From an optimization exercise on the open Yosys and OpenROAD flow, aimed at small area; shortcuts taken in it are not production practice. In this exercise RTL edits were held to simulation tests only and were not proved equivalent to the original. No activity file was given, so power comes from the tool's default toggle rates.

Design pa_clic_int_cond, start of the top module:
module pa_clic_int_cond #(
  parameter int INT_NUM     = 128,
  parameter int SYNC_STAGES = 2,
  parameter int FILT_CNT_W  = 3
) (
  input  logic                  forever_cpuclk,
  input  logic                  cpurst,
  input  logic [INT_NUM-1:0]    pad_int_raw,
  input  logic [INT_NUM-1:0]    int_edge_mode,
  input  logic [FILT_CNT_W-1:0] filt_thresh,
  input  logic                  clic_clk_en,
  input  logic                  int_cond_ovf_clr,
  input  logic                  pad_yy_scan_mode,
  output logic [INT_NUM-1:0]    pad_clic_int_vld,
  output logic [INT_NUM-1:0]    int_cond_ovf
);
  logic rst_d1, rst_d2;
  always_ff @(posedge forever_cpuclk) begin
    rst_d1 <= cpurst;
    rst_d2 <= rst_d1;
  end
  wire rf = cpurst | rst_d1 | rst_d2;
  wire nt0 = ~filt_thresh[0];
  wire nt1 = ~filt_thresh[1];
  wire nt2 = ~filt_thresh[2];
  logic [INT_NUM-1:0] a_q, s_q, f_q, fd_q, p_q, o_q;
  logic [INT_NUM-1:0] c0_q, c1_q, c2_q;
  always_ff @(posedge forever_cpuclk) begin
    a_q  <= pad_int_raw;
    s_q  <= a_q;
    fd_q <= f_q;
  end
  for (genvar i = 0; i < INT_NUM; i++) begin : g_line
    wire c0 = c0_q[i];
    wire c1 = c1_q[i];
    wire c2 = c2_q[i];
    wire lo = (c1 & (c0 | nt0)) | (nt1 & (c1 | c0 | nt0));
    wire ge = (c2 & lo) | (nt2 & (c2 | lo));
    wire d  = s_q[i] ^ f_q[i];
    wire g  = ~rf & d & ~ge;
    wire rise = f_q[i] & ~fd_q[i];
    wire hold = p_q[i] & ~clic_clk_en;
    always_ff @(posedge forever_cpuclk) begin
      f_q[i]  <= ~rf & (ge ? s_q[i] : f_q[i]);
      c0_q[i] <= g & ~c0;
      c1_q[i] <= g & ((c1 & ~c0) | (~c1 & c0));
      c2_q[i] <= g & ((c2 & ~c1) | (c2 & ~c0) | (~c2 & c1 & c0));
      p_q[i]  <= ~cpurst & int_edge_mode[i] & (rise | hold);
      o_q[i]  <= ~cpurst & ((int_edge_mode[i] & rise & hold) | (o_q[i] & ~int_cond_ovf_clr));
    end
  end
  assign pad_clic_int_vld = pad_yy_scan_mode ? pad_int_raw
                          : (int_edge_mode & p_q) | (~int_edge_mode & f_q);
  assign int_cond_ovf = o_q;
endmodule
Settings: LEC_CHECK=0, CAP_MARGIN=20, CORE_MARGIN=2, CORE_UTILIZATION=65, SLEW_MARGIN=20; clock period 4.0 ns.
standard.sh (not shown) runs the stock make flow with config.mk's settings and CLKGATE_MAP_FILE= SYNTH_SCRIPT=/design/flow/synth_recipe.tcl, a recipe that flattens the netlist after the stock synthesis.
==> flow/flow/run.sh <==
#!/bin/bash
# Own layout flow. the standard ORFS flow (standard.sh) with:
#  - the logic mapped by hand (flow/gen_netlist.py) instead of by ABC: the
#    netlist keeps the standard synthesis's registers (names and cell type),
#    and Yosys proves it equivalent to the RTL before the layout starts;
#  - the smallest buffer for the port buffers;
#  - clkbuf_8 clock-tree buffers, larger sink clusters, no dummy loads.
# Each tool writes its full output to a log of its own in this folder.
set -euo pipefail
W=$PWD
# 1. the standard synthesis, for its register names
bash "$W/standard.sh" synth > "$W/log_std_synth.log" 2>&1
R="$W/orfs/results/$FLOW_PLATFORM/pa_clic_int_cond/base"
cp "$R/1_2_yosys.v" "$W/std_synth.v"
# 2. the hand-mapped netlist, checked against the standard registers and the RTL
python3 "$W/flow/gen_netlist.py" "$W/hand.v" > "$W/log_gen.log" 2>&1
regs() { grep -o '^ *sky130_fd_sc_hd__df[a-z0-9_]* \\[^ ]*' "$1" | sed 's/^ *//' | sort; }
regs "$W/std_synth.v" > "$W/regs_std.txt"
regs "$W/hand.v" > "$W/regs_hand.txt"
if ! cmp -s "$W/regs_std.txt" "$W/regs_hand.txt"; then
  echo "register mismatch between standard synthesis and hand netlist" >&2
  diff "$W/regs_std.txt" "$W/regs_hand.txt" | head >&2
  exit 1
fi
yosys -s "$W/flow/equiv.ys" > "$W/log_equiv.log" 2>&1
# 3. the layout of the hand-mapped netlist
rm -rf "$W/orfs"
bash "$W/standard.sh" \
  SYNTH_NETLIST_FILES="$W/hand.v" \
  BUFFER_PORTS_ARGS="-buffer_cell sky130_fd_sc_hd__buf_1" \
  CTS_ARGS="-sink_clustering_enable -repair_clock_nets -buf_list sky130_fd_sc_hd__clkbuf_8 -sink_clustering_size 18 -sink_clustering_max_diameter 80 -dont_use_dummy_load" \
  finish > "$W/log_orfs.log" 2>&1
==> flow/flow/gen_netlist.py <==
#!/usr/bin/env python3
"""Writes a gate-level netlist (sky130hd cells) of rtl/pa_clic_int_cond.sv.

The registers, their names and cell type are those the standard synthesis
gives the RTL; the logic between them is mapped here by hand, line by line.
usage: gen_netlist.py OUT.v
"""
import sys

N = 128
P = "sky130_fd_sc_hd__"
out = []
cnt = [0]


def cell(typ, pins, name=None):
    cnt[0] += 1
    inst = name if name else f"_h{cnt[0]:05d}_"
    conns = ", ".join(f".{k}({v})" for k, v in pins.items())
    out.append(f"  {P}{typ} {inst} ({conns});")


def ff(reg, d, q):
    cell("dfxtp_1", {"CLK": "forever_cpuclk", "D": d, "Q": q}, name=f"\\{reg}$_DFF_P_ ")


wires = []


def w(name):
    wires.append(name)
    return name


# shared logic
ff("rst_d1", "cpurst", "rst_d1")
ff("rst_d2", "rst_d1", "rst_d2")
w("rst_d1"); w("rst_d2")
rf = w("sh_rf")
cell("or3_1", {"A": "cpurst", "B": "rst_d1", "C": "rst_d2", "X": rf})
nt = []
for b in range(3):
    n = w(f"sh_nt{b}")
    cell("inv_1", {"A": f"filt_thresh[{b}]", "Y": n})
    nt.append(n)
k1 = w("sh_k1")  # ~en & ~rst
cell("nor2_1", {"A": "clic_clk_en", "B": "cpurst", "Y": k1})
k2 = w("sh_k2")  # ~clr & ~rst
cell("nor2_1", {"A": "int_cond_ovf_clr", "B": "cpurst", "Y": k2})

for i in range(N):
    q = {r: w(f"\\{r}[{i}] ") for r in ("a_q", "s_q", "f_q", "fd_q", "c0_q", "c1_q", "c2_q", "p_q")}
    raw, edge = f"pad_int_raw[{i}]", f"int_edge_mode[{i}]"
    vld, o = f"pad_clic_int_vld[{i}]", f"int_cond_ovf[{i}]"
    t = lambda s: w(f"l{i}_{s}")
    s, f, fd, c0, c1, c2, p = (q[k] for k in ("s_q", "f_q", "fd_q", "c0_q", "c1_q", "c2_q", "p_q"))
    # synchroniser and previous level: no logic
    ff(f"a_q[{i}]", raw, q["a_q"])
    ff(f"s_q[{i}]", q["a_q"], s)
    ff(f"fd_q[{i}]", f, fd)
    # c >= filt_thresh, as its inverse gen:
    #   ge = (c2 & ~T2) | ((c1 | ~T1) & (c2 | ~T2) & ((c1 & ~T1) | c0 | ~T0))
    m0, m1, m2, gen = t("m0"), t("m1"), t("m2"), t("gen")
    cell("a211oi_1", {"A1": c1, "A2": nt[1], "B1": c0, "C1": nt[0], "Y": m0})
    cell("o22ai_1", {"A1": c1, "A2": nt[1], "B1": c2, "B2": nt[2], "Y": m1})
    cell("nor2_1", {"A": m1, "B": m0, "Y": m2})
    cell("a21oi_1", {"A1": c2, "A2": nt[2], "B1": m2, "Y": gen})
    # filtered level: f' = ~rf & (ge ? s : f)
    mx, fn = t("mx"), t("fn")
    cell("mux2i_1", {"A0": s, "A1": f, "S": gen, "Y": mx})
    cell("nor2_1", {"A": rf, "B": mx, "Y": fn})
    ff(f"f_q[{i}]", fn, f)
    # counter: count while s != f and c < T, else clear; gn = ~(~rf & (s ^ f) & ~ge)
    sr, gn = t("sr"), t("gn")
    cell("a21oi_1", {"A1": s, "A2": f, "B1": rf, "Y": sr})
    cell("o211ai_1", {"A1": s, "A2": f, "B1": sr, "C1": gen, "Y": gn})
    c0n, c1n, c2n, x1, x2 = t("c0n"), t("c1n"), t("c2n"), t("x1"), t("x2")
    cell("nor2_1", {"A": gn, "B": c0, "Y": c0n})
    cell("xnor2_1", {"A": c1, "B": c0, "Y": x1})
    cell("nor2_1", {"A": gn, "B": x1, "Y": c1n})
    cell("a21oi_1", {"A1": c1, "A2": c0, "B1": c2, "Y": x2})
    cell("nor2_1", {"A": gn, "B": x2, "Y": c2n})
    ff(f"c0_q[{i}]", c0n, c0)
    ff(f"c1_q[{i}]", c1n, c1)
    ff(f"c2_q[{i}]", c2n, c2)
    # pending and overflow flags
    zn, yn, pn, wn, on = t("zn"), t("yn"), t("pn"), t("wn"), t("on")
    cell("nand3b_1", {"A_N": fd, "B": edge, "C": f, "Y": zn})   # ~(edge & rise)
    cell("nand3_1", {"A": edge, "B": p, "C": k1, "Y": yn})       # ~(edge & hold & ~rst)
    cell("a21oi_1", {"A1": zn, "A2": yn, "B1": "cpurst", "Y": pn})
    cell("nand2_1", {"A": o, "B": k2, "Y": wn})
    cell("o21ai_0", {"A1": zn, "A2": yn, "B1": wn, "Y": on})
    ff(f"p_q[{i}]", pn, p)
    ff(f"o_q[{i}]", on, o)
    # output: scan bypass, else pending flag (edge mode) or level
    mn = t("mn")
    cell("mux2i_1", {"A0": f, "A1": p, "S": edge, "Y": mn})
    cell("o2bb2ai_1", {"A1_N": raw, "A2_N": "pad_yy_scan_mode", "B1": mn, "B2": "pad_yy_scan_mode", "Y": vld})

hdr = """module pa_clic_int_cond(forever_cpuclk, cpurst, pad_int_raw, int_edge_mode, filt_thresh, clic_clk_en, int_cond_ovf_clr, pad_yy_scan_mode, pad_clic_int_vld, int_cond_ovf);
  input forever_cpuclk;
  input cpurst;
  input [127:0] pad_int_raw;
  input [127:0] int_edge_mode;
  input [2:0] filt_thresh;
  input clic_clk_en;
  input int_cond_ovf_clr;
  input pad_yy_scan_mode;
  output [127:0] pad_clic_int_vld;
  output [127:0] int_cond_ovf;
"""
with open(sys.argv[1], "w") as fh:
    fh.write(hdr)
    for x in wires:
        fh.write(f"  wire {x};\n")
    fh.write("\n".join(out) + "\nendmodule\n")
Other scripts of this flow, unchanged in this note and not shown: flow/flow/equiv.ys
The starting point ran to the end with no violations.
==> next run, changes <==
--- a/flow/flow/run.sh
+++ b/flow/flow/run.sh
@@ -29,4 +29,4 @@
   SYNTH_NETLIST_FILES="$W/hand.v" \
   BUFFER_PORTS_ARGS="-buffer_cell sky130_fd_sc_hd__buf_1" \
-  CTS_ARGS="-sink_clustering_enable -repair_clock_nets -buf_list sky130_fd_sc_hd__clkbuf_8 -sink_clustering_size 18 -sink_clustering_max_diameter 80 -dont_use_dummy_load" \
+  CTS_ARGS="-sink_clustering_enable -repair_clock_nets -buf_list sky130_fd_sc_hd__clkbuf_8 -sink_clustering_size 16 -sink_clustering_max_diameter 80 -dont_use_dummy_load" \
   finish > "$W/log_orfs.log" 2>&1
--- a/flow/flow/gen_netlist.py
+++ b/flow/flow/gen_netlist.py
@@ -59,20 +59,18 @@
     ff(f"s_q[{i}]", q["a_q"], s)
     ff(f"fd_q[{i}]", f, fd)
-    # c >= filt_thresh, as its inverse gen:
-    #   ge = (c2 & ~T2) | ((c1 | ~T1) & (c2 | ~T2) & ((c1 & ~T1) | c0 | ~T0))
-    m0, m1, m2, gen = t("m0"), t("m1"), t("m2"), t("gen")
-    cell("a211oi_1", {"A1": c1, "A2": nt[1], "B1": c0, "C1": nt[0], "Y": m0})
-    cell("o22ai_1", {"A1": c1, "A2": nt[1], "B1": c2, "B2": nt[2], "Y": m1})
-    cell("nor2_1", {"A": m1, "B": m0, "Y": m2})
-    cell("a21oi_1", {"A1": c2, "A2": nt[2], "B1": m2, "Y": gen})
-    # filtered level: f' = ~rf & (ge ? s : f)
+    # c >= filt_thresh: carry chain of c + ~T + 1
+    x0, lo, ge = t("x0"), t("lo"), t("ge")
+    cell("or2_0", {"A": c0, "B": nt[0], "X": x0})
+    cell("maj3_1", {"A": c1, "B": x0, "C": nt[1], "X": lo})
+    cell("maj3_1", {"A": c2, "B": lo, "C": nt[2], "X": ge})
+    # filtered level
     mx, fn = t("mx"), t("fn")
-    cell("mux2i_1", {"A0": s, "A1": f, "S": gen, "Y": mx})
+    cell("mux2i_1", {"A0": f, "A1": s, "S": ge, "Y": mx})
     cell("nor2_1", {"A": rf, "B": mx, "Y": fn})
     ff(f"f_q[{i}]", fn, f)
-    # counter: count while s != f and c < T, else clear; gn = ~(~rf & (s ^ f) & ~ge)
-    sr, gn = t("sr"), t("gn")
-    cell("a21oi_1", {"A1": s, "A2": f, "B1": rf, "Y": sr})
-    cell("o211ai_1", {"A1": s, "A2": f, "B1": sr, "C1": gen, "Y": gn})
+    # counter: count while s != f and c < T, else clear
+    dn, gn = t("dn"), t("gn")
+    cell("xnor2_1", {"A": s, "B": f, "Y": dn})
+    cell("or3_1", {"A": rf, "B": dn, "C": ge, "X": gn})
     c0n, c1n, c2n, x1, x2 = t("c0n"), t("c1n"), t("c2n"), t("x1"), t("x2")
     cell("nor2_1", {"A": gn, "B": c0, "Y": c0n})
Settings changed: CORE_UTILIZATION 65 to 45.
- worst hold slack improved by 0.0059 ns
- routed wire length is higher by 1.2%
- combinational power increases by about 4%
- core utilization went down by 22 points
==> next run, changes <==
--- a/flow/flow/run.sh
+++ b/flow/flow/run.sh
@@ -29,4 +29,4 @@
   SYNTH_NETLIST_FILES="$W/hand.v" \
   BUFFER_PORTS_ARGS="-buffer_cell sky130_fd_sc_hd__buf_1" \
-  CTS_ARGS="-sink_clustering_enable -repair_clock_nets -buf_list sky130_fd_sc_hd__clkbuf_8 -sink_clustering_size 16 -sink_clustering_max_diameter 80 -dont_use_dummy_load" \
+  CTS_ARGS="-sink_clustering_enable -repair_clock_nets -buf_list sky130_fd_sc_hd__clkbuf_8 -sink_clustering_size 20 -sink_clustering_max_diameter 80 -dont_use_dummy_load" \
   finish > "$W/log_orfs.log" 2>&1
--- a/flow/flow/gen_netlist.py
+++ b/flow/flow/gen_netlist.py
@@ -59,18 +59,20 @@
     ff(f"s_q[{i}]", q["a_q"], s)
     ff(f"fd_q[{i}]", f, fd)
-    # c >= filt_thresh: carry chain of c + ~T + 1
-    x0, lo, ge = t("x0"), t("lo"), t("ge")
-    cell("or2_0", {"A": c0, "B": nt[0], "X": x0})
-    cell("maj3_1", {"A": c1, "B": x0, "C": nt[1], "X": lo})
-    cell("maj3_1", {"A": c2, "B": lo, "C": nt[2], "X": ge})
-    # filtered level
+    # c >= filt_thresh, as its inverse gen:
+    #   ge = (c2 & ~T2) | ((c1 | ~T1) & (c2 | ~T2) & ((c1 & ~T1) | c0 | ~T0))
+    m0, m1, m2, gen = t("m0"), t("m1"), t("m2"), t("gen")
+    cell("a211oi_1", {"A1": c1, "A2": nt[1], "B1": c0, "C1": nt[0], "Y": m0})
+    cell("o22ai_1", {"A1": c1, "A2": nt[1], "B1": c2, "B2": nt[2], "Y": m1})
+    cell("nor2_1", {"A": m1, "B": m0, "Y": m2})
+    cell("a21oi_1", {"A1": c2, "A2": nt[2], "B1": m2, "Y": gen})
+    # filtered level: f' = ~rf & (ge ? s : f)
     mx, fn = t("mx"), t("fn")
-    cell("mux2i_1", {"A0": f, "A1": s, "S": ge, "Y": mx})
+    cell("mux2i_1", {"A0": s, "A1": f, "S": gen, "Y": mx})
     cell("nor2_1", {"A": rf, "B": mx, "Y": fn})
     ff(f"f_q[{i}]", fn, f)
-    # counter: count while s != f and c < T, else clear
-    dn, gn = t("dn"), t("gn")
-    cell("xnor2_1", {"A": s, "B": f, "Y": dn})
-    cell("or3_1", {"A": rf, "B": dn, "C": ge, "X": gn})
+    # counter: count while s != f and c < T, else clear; gn = ~(~rf & (s ^ f) & ~ge)
+    sr, gn = t("sr"), t("gn")
+    cell("a21oi_1", {"A1": s, "A2": f, "B1": rf, "Y": sr})
+    cell("o211ai_1", {"A1": s, "A2": f, "B1": sr, "C1": gen, "Y": gn})
     c0n, c1n, c2n, x1, x2 = t("c0n"), t("c1n"), t("c2n"), t("x1"), t("x2")
     cell("nor2_1", {"A": gn, "B": c0, "Y": c0n})
Settings changed: CORE_UTILIZATION 45 to 65.
Total power fell by a few percent.
Design area fell by a few percent.
Sequential power stays flat.
Die area fell by a quarter to a third.
Maximum frequency fell slightly.
Non-clock buffer count fell by 12.
Clock power fell by roughly a tenth.
Via count rose by a little under a tenth.
==> next run, changes <==
--- a/flow/flow/run.sh
+++ b/flow/flow/run.sh
@@ -29,4 +29,4 @@
   SYNTH_NETLIST_FILES="$W/hand.v" \
   BUFFER_PORTS_ARGS="-buffer_cell sky130_fd_sc_hd__buf_1" \
-  CTS_ARGS="-sink_clustering_enable -repair_clock_nets -buf_list sky130_fd_sc_hd__clkbuf_8 -sink_clustering_size 20 -sink_clustering_max_diameter 80 -dont_use_dummy_load" \
+  CTS_ARGS="-sink_clustering_enable -repair_clock_nets -buf_list sky130_fd_sc_hd__clkbuf_8 -sink_clustering_size 16 -sink_clustering_max_diameter 80 -dont_use_dummy_load" \
   finish > "$W/log_orfs.log" 2>&1
--- a/flow/flow/gen_netlist.py
+++ b/flow/flow/gen_netlist.py
@@ -59,20 +59,20 @@
     ff(f"s_q[{i}]", q["a_q"], s)
     ff(f"fd_q[{i}]", f, fd)
-    # c >= filt_thresh, as its inverse gen:
-    #   ge = (c2 & ~T2) | ((c1 | ~T1) & (c2 | ~T2) & ((c1 & ~T1) | c0 | ~T0))
-    m0, m1, m2, gen = t("m0"), t("m1"), t("m2"), t("gen")
-    cell("a211oi_1", {"A1": c1, "A2": nt[1], "B1": c0, "C1": nt[0], "Y": m0})
-    cell("o22ai_1", {"A1": c1, "A2": nt[1], "B1": c2, "B2": nt[2], "Y": m1})
-    cell("nor2_1", {"A": m1, "B": m0, "Y": m2})
-    cell("a21oi_1", {"A1": c2, "A2": nt[2], "B1": m2, "Y": gen})
-    # filtered level: f' = ~rf & (ge ? s : f)
+    # c >= filt_thresh
+    #   ge = (c2 | ~T2) & ((c2 & ~T2) | (c1 & ~T1) | ((c0 | ~T0) & (c1 | ~T1)))
+    k0, k1n, k2n, ge = t("k0"), t("k1"), t("k2"), t("ge")
+    cell("nor2_1", {"A": c2, "B": nt[2], "Y": k2n})
+    cell("o22ai_1", {"A1": c0, "A2": nt[0], "B1": c1, "B2": nt[1], "Y": k0})
+    cell("a22oi_1", {"A1": c1, "A2": nt[1], "B1": c2, "B2": nt[2], "Y": k1n})
+    cell("a21oi_1", {"A1": k1n, "A2": k0, "B1": k2n, "Y": ge})
+    # filtered level
     mx, fn = t("mx"), t("fn")
-    cell("mux2i_1", {"A0": s, "A1": f, "S": gen, "Y": mx})
+    cell("mux2i_1", {"A0": f, "A1": s, "S": ge, "Y": mx})
     cell("nor2_1", {"A": rf, "B": mx, "Y": fn})
     ff(f"f_q[{i}]", fn, f)
-    # counter: count while s != f and c < T, else clear; gn = ~(~rf & (s ^ f) & ~ge)
-    sr, gn = t("sr"), t("gn")
-    cell("a21oi_1", {"A1": s, "A2": f, "B1": rf, "Y": sr})
-    cell("o211ai_1", {"A1": s, "A2": f, "B1": sr, "C1": gen, "Y": gn})
+    # counter: count while s != f and c < T, else clear
+    dn, gn = t("dn"), t("gn")
+    cell("xnor2_1", {"A": s, "B": f, "Y": dn})
+    cell("or3_1", {"A": rf, "B": dn, "C": ge, "X": gn})
     c0n, c1n, c2n, x1, x2 = t("c0n"), t("c1n"), t("c2n"), t("x1"), t("x2")
     cell("nor2_1", {"A": gn, "B": c0, "Y": c0n})
The new run finished with timing, DRC and antenna clean; final area goes up by 1.3%; maximum frequency came out lower by 2.2%; via count decreases by 1.7%; combinational power hardly moves; total power grows by 2.3%; synthesized cell count is unchanged; sequential cell count does not change; clock power grows by 9.1%; cell count went up by 0.47%; first-iteration DRC count shrinks by 4.1%.

==> re-timing with driven ports <==
No port has a modelled driver above. Below, the same layouts with a new extraction and two added sets of constraints. Step 1: set_driving_cell puts a clkbuf_16 on forever_cpuclk and a buf_2 on each other input, an assumption about the parent block. Step 2 moves the port delays by t, midway between the first and last clock arrival at a register: inputs arrive t later, outputs are due t later. That takes back most of the time a late clock gives input paths. Slacks: no drivers / after step 1 / after step 2; pairs: no drivers / after step 1.
run	shift t [ns]	slack for setup (ns)	worst hold slack (ns)	worst register clock-pin slew, ns
the first run	0.730	1.097 / 1.073 / 0.986	0.218 / 0.178 / 0.322	0.11 / 0.11
the second run	0.723	1.143 / 1.119 / 0.745	0.224 / 0.181 / 0.298	0.11 / 0.11
the third run	0.729	1.097 / 1.074 / 0.998	0.240 / 0.200 / 0.323	0.12 / 0.12
the fourth run	0.726	1.034 / 1.011 / 1.011	0.229 / 0.188 / 0.330	0.10 / 0.10
After both steps setup and hold are still met in every run listed. For the second run, which loses most, drivers alone change the setup slack by -0.024 ns; drivers and shift together by -0.398 ns.
